Source: an optimization exercise on an open RTL-to-GDS flow (aim: a short achievable clock period and few clock cycles). Production flows keep margins and buffers that such runs may drop.
Only simulation tests tie the RTL to the original design; equivalence was not proved.

## v24
==> flow/design.v (excerpt) <==
module processor (
    input  logic           clock,
    input  logic           rstN,
    output cpuPkg::wordT   addressImem,
    input  cpuPkg::wordT   qImem,
    output cpuPkg::wordT   addressDmem,
    output cpuPkg::wordT   data,
    output logic           wren,
    input  cpuPkg::wordT   qDmem,
    output logic           ctrlWriteEnable,
    output cpuPkg::regIdxT ctrlWriteReg,
    output cpuPkg::regIdxT ctrlReadRegA,
    output cpuPkg::regIdxT ctrlReadRegB,
    output cpuPkg::wordT   dataWriteReg,
    input  cpuPkg::wordT   dataReadRegA,
    input  cpuPkg::wordT   dataReadRegB
);
Size in the first run: about 5900 cells after synthesis, roughly 280 I/O pins, about 0.058 sq mm of cells after synthesis.
export LEC_CHECK = 0
export CAP_MARGIN = 20
export CELL_PAD_IN_SITES_DETAIL_PLACEMENT = 1
export CELL_PAD_IN_SITES_GLOBAL_PLACEMENT = 2
export CORE_MARGIN = 2
export CORE_UTILIZATION = 30
export PLACE_DENSITY = 0.45
export SETUP_SLACK_MARGIN = 5.0
export SLEW_MARGIN = 20
export SYNTH_HIERARCHICAL = 1
export TNS_END_PERCENT = 25
create_clock -name core_clock -period 8.0 [get_ports {clock}]
standard.sh (not shown) runs the stock make flow with config.mk's settings and CLKGATE_MAP_FILE= SYNTH_SCRIPT=/design/flow/synth_recipe.tcl, a recipe that flattens the netlist after the stock synthesis.
==> flow/flow/run.sh <==
#!/bin/bash
# Standard layout (the standard.sh, standard synthesis unchanged) with two
# changes: the port buffers use buf_6 instead of the smallest buffer the
# resizer picks by default, and timing repair may change a cell's footprint
# (sizing across cell variants). Every tool's output goes to flow_make.log
# here; ORFS keeps its per-step logs under orfs/logs.
set -euo pipefail
bash standard.sh MATCH_CELL_FOOTPRINT=0 "BUFFER_PORTS_ARGS=-buffer_cell sky130_fd_sc_hd__buf_6" finish > flow_make.log 2>&1
Testbench counts of v24, summed over its fixed seeds: cycles 16,852.
## Diff of input files: v36 against v24
--- a/flow/design.v
+++ b/flow/design.v
@@ -1918,29 +1918,12 @@
     output wire [4:0]  srcB
 );
     wire [4:0] op = ir[31:27];
     assign srcB = (op == cpuPkg::opSw || op == cpuPkg::opBne || op == cpuPkg::opBlt) ?
                   ir[26:22] : ir[16:12];
 endmodule
-module preDecode (
-    input  wire [31:0] ir,
-    output wire        usesA,          
-    output wire        usesB,          
-    output wire        isMul,
-    output wire        useImm          
-);
-    wire [4:0] op = ir[31:27];
-    wire [4:0] fn = ir[6:2];
-    wire isAlu = op == cpuPkg::opAlu;
-    wire isBr  = op == cpuPkg::opBne || op == cpuPkg::opBlt;
-    assign useImm = op == cpuPkg::opAddi || op == cpuPkg::opLw || op == cpuPkg::opSw;
-    assign usesA  = isAlu || isBr || useImm;
-    assign usesB  = (isAlu && fn != cpuPkg::aluSll && fn != cpuPkg::aluSra) || isBr ||
-                    op == cpuPkg::opSw;
-    assign isMul  = isAlu && fn == cpuPkg::aluMul;
-endmodule
 module fetchDecode (
     input  wire [31:0] qImem,
     input  wire [31:0] pc,
     input  wire [23:0] pcHiLess,       
     input  wire [23:0] pcHiMore,       
     input  wire [31:0] seqPc,          
@@ -2189,50 +2172,39 @@
     logic [31:0] fdIr;
     logic        fdValid;
     logic        fdPred;
     logic [4:0]  fdSrcB;                
     logic [4:0]  fdRs;                  
     logic [4:0]  fdSrcBOut;             
-    logic        fdUsesA, fdUsesB, fdIsMul, fdUseImm;    
-    logic        fUsesA, fUsesB, fIsMul, fUseImm;
     logic [31:0] fdPc;                  
-    preDecode uPre (.ir(qImem), .usesA(fUsesA), .usesB(fUsesB), .isMul(fIsMul), .useImm(fUseImm));
     always_ff @(posedge clock or negedge rstN) begin
         if (!rstN) begin
             fdIr    <= nopWord;
             fdPred  <= 1'b0;
             fdSrcB  <= '0;
             fdRs    <= '0;
             fdSrcBOut <= '0;
-            fdUsesA <= 1'b0;
-            fdUsesB <= 1'b0;
-            fdIsMul <= 1'b0;
-            fdUseImm <= 1'b0;
             fdValid <= 1'b0;
         end else begin
             if (!stall) begin
                 fdIr   <= fIsJump ? nopWord : qImem;
                 fdPred <= fPred;
                 fdSrcB <= fIsJump ? 5'd0 : fSrcB;
                 fdRs   <= qImem[21:17];
                 fdSrcBOut <= fSrcBOut;
-                fdUsesA  <= fUsesA && !fIsJump;
-                fdUsesB  <= fUsesB && !fIsJump;
-                fdIsMul  <= fIsMul && !fIsJump;
-                fdUseImm <= fUseImm && !fIsJump;
             end
             fdValid <= !redirect && (fdValid || !stall);
         end
     end
     always_ff @(posedge clock) begin
         if (!stall) begin
             fdPc <= pcPlusOne;
         end
     end
     logic [4:0] dOp, dRd, dRs, dRt, dFn, dSrcB;
-    logic       dIsAlu, dIsAddi, dIsLw, dIsSw, dIsBne, dIsBlt, dIsMul;
+    logic       dIsAlu, dIsAddi, dIsLw, dIsSw, dIsBne, dIsBlt, dIsMul, dIsShift;
     logic       dWrites, dUsesA, dUsesB, dImmNZ, dUseImm;
     logic [1:0] dCat;                   
     logic [31:0] dRedirSum;
     logic [31:0] dImm;
     assign dOp  = fdIr[31:27];
     assign dRd  = fdIr[26:22];
@@ -2244,18 +2216,19 @@
     assign dIsAlu   = fdValid && dOp == opAlu;
     assign dIsAddi  = fdValid && dOp == opAddi;
     assign dIsLw    = fdValid && dOp == opLw;
     assign dIsSw    = fdValid && dOp == opSw;
     assign dIsBne   = fdValid && dOp == opBne;
     assign dIsBlt   = fdValid && dOp == opBlt;
-    assign dIsMul   = fdValid && fdIsMul;
+    assign dIsMul   = dIsAlu && dFn == aluMul;
+    assign dIsShift = dIsAlu && (dFn == aluSll || dFn == aluSra);
     assign dWrites  = (dIsAlu || dIsAddi || dIsLw) && dRd != 5'd0;
     assign dSrcB    = fdSrcB;
-    assign dUsesA   = fdValid && fdUsesA;
-    assign dUsesB   = fdValid && fdUsesB;
-    assign dUseImm  = fdUseImm;
+    assign dUsesA   = dIsAlu || dIsAddi || dIsLw || dIsSw || dIsBne || dIsBlt;
+    assign dUsesB   = (dIsAlu && !dIsShift) || dIsBne || dIsBlt || dIsSw;
+    assign dUseImm  = dOp == opAddi || dOp == opLw || dOp == opSw;
     assign dCat     = {dOp == opAlu && (dFn == aluAnd || dFn == aluOr || dFn == aluSll || dFn == aluSra),
                        (dOp == opAlu && (dFn == aluAdd || dFn == aluSub)) || dUseImm};
     assign ctrlReadRegA = fdRs;
     assign ctrlReadRegB = fdSrcBOut;
     logic        xWrites, xLate, xIsLoad, xIsMul, xIsSw;
     logic [1:0]  xCat;
## What came out
- v24 and v36 all finish clean.
- Start-to-end type of the worst setup path: reg2reg -> v36, in2reg -> v24
- Total length of routed wires (higher): v24
- There was hardly any difference in synthesized cell count between v24 and v36.
- Between v24 and v36, worst setup slack is lower for v36, v24 comes in above that.
- | count of buffers not belonging to the clock network in the layout | v36 vs v24 | 164 higher |
- Half-perimeter wire length after placement: v36 vs v24 down 2.6%
- v36 ended with less first-pass GRT wire length than v24.
Testbench counts of v36, summed over its fixed seeds: cycles 16,852.

---

Another version of the RTL of processor (not shown whole).
For scale: roughly 5,800 cells after synthesis, about 280 I/O pins, about 0.057 mm² of cells after synthesis.
// processor
module processor (
    input  logic           clock,
    input  logic           rstN,
    output cpuPkg::wordT   addressImem,
    input  cpuPkg::wordT   qImem,
    output cpuPkg::wordT   addressDmem,
    output cpuPkg::wordT   data,
    output logic           wren,
    input  cpuPkg::wordT   qDmem,
    output logic           ctrlWriteEnable,
    output cpuPkg::regIdxT ctrlWriteReg,
    output cpuPkg::regIdxT ctrlReadRegA,
    output cpuPkg::regIdxT ctrlReadRegB,
    output cpuPkg::wordT   dataWriteReg,
    input  cpuPkg::wordT   dataReadRegA,
    input  cpuPkg::wordT   dataReadRegB
);
Settings: LEC_CHECK=0, CAP_MARGIN=20, CELL_PAD_IN_SITES_DETAIL_PLACEMENT=1, CELL_PAD_IN_SITES_GLOBAL_PLACEMENT=2, CORE_MARGIN=2, CORE_UTILIZATION=30, PLACE_DENSITY=0.45, SETUP_SLACK_MARGIN=5.0, SLEW_MARGIN=20, SYNTH_HIERARCHICAL=1, TNS_END_PERCENT=100; clock period 8.0 ns.
Scripts as last shown in full above: flow/flow/run.sh
Testbench counts at the start, summed over its fixed seeds: cycles 16,852.
==> next run, changes <==
--- a/flow/design.v
+++ b/flow/design.v
@@ -53,14 +53,17 @@
 endmodule
 module cellA21oi (input wire g, input wire p, input wire gl, output wire y);
     assign y = ~(g | (p & gl));
 endmodule
 module cellO21ai (input wire a1, input wire a2, input wire b1, output wire y);
     assign y = ~((a1 | a2) & b1);
 endmodule
+module cellAnd3 (input wire a, input wire b, input wire c, output wire y);
+    assign y = a & b & c;
+endmodule
 module cellNor2 (input wire a, input wire b, output wire y);
     assign y = ~(a | b);
 endmodule
 module cellOr2 (input wire a, input wire b, output wire y);
     assign y = a | b;
 endmodule
 module cellAndN (input wire a, input wire b, output wire y);     
@@ -1985,36 +1988,49 @@
     wire isBr  = op == cpuPkg::opBne || op == cpuPkg::opBlt;
     assign useImm = op == cpuPkg::opAddi || op == cpuPkg::opLw || op == cpuPkg::opSw;
     assign usesA  = isAlu || isBr || useImm;
     assign usesB  = (isAlu && fn != cpuPkg::aluSll && fn != cpuPkg::aluSra) || isBr ||
                     op == cpuPkg::opSw;
     assign isMul  = isAlu && fn == cpuPkg::aluMul;
 endmodule
+module opDecode (
+    input  wire [4:0] op,
+    output wire       isJump,          
+    output wire       isBranch         
+);
+    wire hi0;                
+    wire mid0;               
+    wire n0;
+    cellNor2 uHi (.a(op[4]), .b(op[3]), .y(hi0));
+    cellNor2 uMid (.a(op[2]), .b(op[1]), .y(mid0));
+    cellInv uN0 (.a(op[0]), .y(n0));
+    cellAnd3 uJ (.a(hi0), .b(mid0), .c(op[0]), .y(isJump));
+    cellAnd3 uB (.a(hi0), .b(op[1]), .c(n0), .y(isBranch));
+endmodule
 module fetchDecode (
     input  wire [31:0] qImem,
     input  wire [31:0] pc,
     input  wire [23:0] pcHiLess,       
     input  wire [23:0] pcHiMore,       
     input  wire [31:0] seqPc,          
     input  wire        stall,
     output wire [31:0] fetchNext,      
     output wire        isJump,
     output wire        predTaken,      
     output wire [4:0]  srcB,           
     output wire [4:0]  srcBOut         
 );
-    wire [4:0] op = qImem[31:27];
-    wire       isBranch = op == cpuPkg::opBne || op == cpuPkg::opBlt;
+    wire       isBranch;
+    opDecode uOp (.op(qImem[31:27]), .isJump, .isBranch);
     wire       shortBack = qImem[16] & (&qImem[15:8]);      
     wire       shortFwd  = !(|qImem[16:8]) && (|qImem[7:0]);  
     wire       twoRegs   = qImem[26:22] != qImem[21:17];
     wire [7:0] lo;
     wire       carry;
     incAdd8 uLo (.a(pc[7:0]), .b(qImem[7:0]), .s(lo), .cout(carry));
-    assign isJump    = op == cpuPkg::opJ;
     assign predTaken = isBranch && twoRegs && (shortBack || shortFwd);
     srcBSel uSrcB (.ir(qImem), .srcB);
     srcBSel uSrcBOut (.ir(qImem), .srcB(srcBOut));
     wire [31:0] jumpPc = {5'b0, qImem[26:0]};
     wire [31:0] pcHiLessW = {pcHiLess, 8'd0};
     wire [31:0] pcHiMoreW = {pcHiMore, 8'd0};
     genvar k;
@@ -2208,15 +2224,17 @@
     logic [31:0] pcPlusOne;
     logic [23:0] pcHiLess;
     logic [23:0] pcHiMore;
     logic [31:0] fetchNext;
     logic [31:0] pcNext;
     logic [31:0] pcOutNext;
     logic [31:0] pcOut;                 
-    logic        fIsJump;
+    logic        fIsJump;               
+    logic        fIsJumpD;              
+    logic        fIsBranchD;
     logic        fPred;
     logic [31:0] dxRedir;               
     logic        stall;                 
     logic [31:0] seqPc;
     logic [4:0]  fSrcB;
     logic [4:0]  fSrcBOut;
     logic [3:0]  xBrKind;
@@ -2262,14 +2280,15 @@
     logic        fdPred;
     logic [4:0]  fdSrcB;                
     logic [4:0]  fdRs;                  
     logic [4:0]  fdSrcBOut;             
     logic        fdUsesA, fdUsesB, fdIsMul, fdUseImm;    
     logic        fUsesA, fUsesB, fIsMul, fUseImm;
     logic [31:0] fdPc;                  
+    opDecode uOpD (.op(qImem[31:27]), .isJump(fIsJumpD), .isBranch(fIsBranchD));
     preDecode uPre (.ir(qImem), .usesA(fUsesA), .usesB(fUsesB), .isMul(fIsMul), .useImm(fUseImm));
     always_ff @(posedge clock or negedge rstN) begin
         if (!rstN) begin
             fdIr    <= nopWord;
             fdPred  <= 1'b0;
             fdSrcB  <= '0;
             fdRs    <= '0;
@@ -2277,23 +2296,23 @@
             fdUsesA <= 1'b0;
             fdUsesB <= 1'b0;
             fdIsMul <= 1'b0;
             fdUseImm <= 1'b0;
             fdValid <= 1'b0;
         end else begin
             if (!stall) begin
-                fdIr   <= fIsJump ? nopWord : qImem;
+                fdIr   <= qImem;            
                 fdPred <= fPred;
-                fdSrcB <= fIsJump ? 5'd0 : fSrcB;
+                fdSrcB <= fIsJumpD ? 5'd0 : fSrcB;
                 fdRs   <= qImem[21:17];
                 fdSrcBOut <= fSrcBOut;
-                fdUsesA  <= fUsesA && !fIsJump;
-                fdUsesB  <= fUsesB && !fIsJump;
-                fdIsMul  <= fIsMul && !fIsJump;
-                fdUseImm <= fUseImm && !fIsJump;
+                fdUsesA  <= fUsesA && !fIsJumpD;
+                fdUsesB  <= fUsesB && !fIsJumpD;
+                fdIsMul  <= fIsMul && !fIsJumpD;
+                fdUseImm <= fUseImm && !fIsJumpD;
             end
             fdValid <= !redirect && (fdValid || !stall);
         end
     end
     always_ff @(posedge clock) begin
         if (!stall) begin
             fdPc <= pcPlusOne;
Result: Worst setup slack improves by 0.036 ns; via count rose by about 0.8%; non-clock buffer count is unchanged; routed wire length rose by about 1.7%; design area fell by about 0.9%; clock-buffer cell count fell by 2; utilization fell by 0.29 points.
Testbench counts after the change, summed over its fixed seeds: cycles 16,852.

-- static timing again, ports no longer ideal --
No port has a modelled driver above. Below, the same layouts with a new extraction and two added sets of constraints. Step 1, drivers: a clkbuf_16 drives clock and a buf_2 each remaining input, both assumed. Step 2 times the ports against the registers' clock, not the clock port: input delays grow and output delays shrink by t, the midpoint of the rising clock arrivals with the driver on. Three values: ideal, step 1, step 2; two values: the first two.
run	shift t [ns]	setup WS [ns]	cell pins on the clock port's net
v24	0.817	4.507 / 4.518 / 3.730	1
v36	0.820	4.376 / 4.376 / 3.757	1
the first run of note 2	0.834	4.795 / 4.833 / 3.999	1
the second run of note 2	0.833	4.830 / 4.823 / 3.990	1
After both steps every run listed still meets setup and hold. The setup slack of the second run of note 2, which loses most, moves by -0.007 ns with the drivers and by -0.840 ns with both steps.
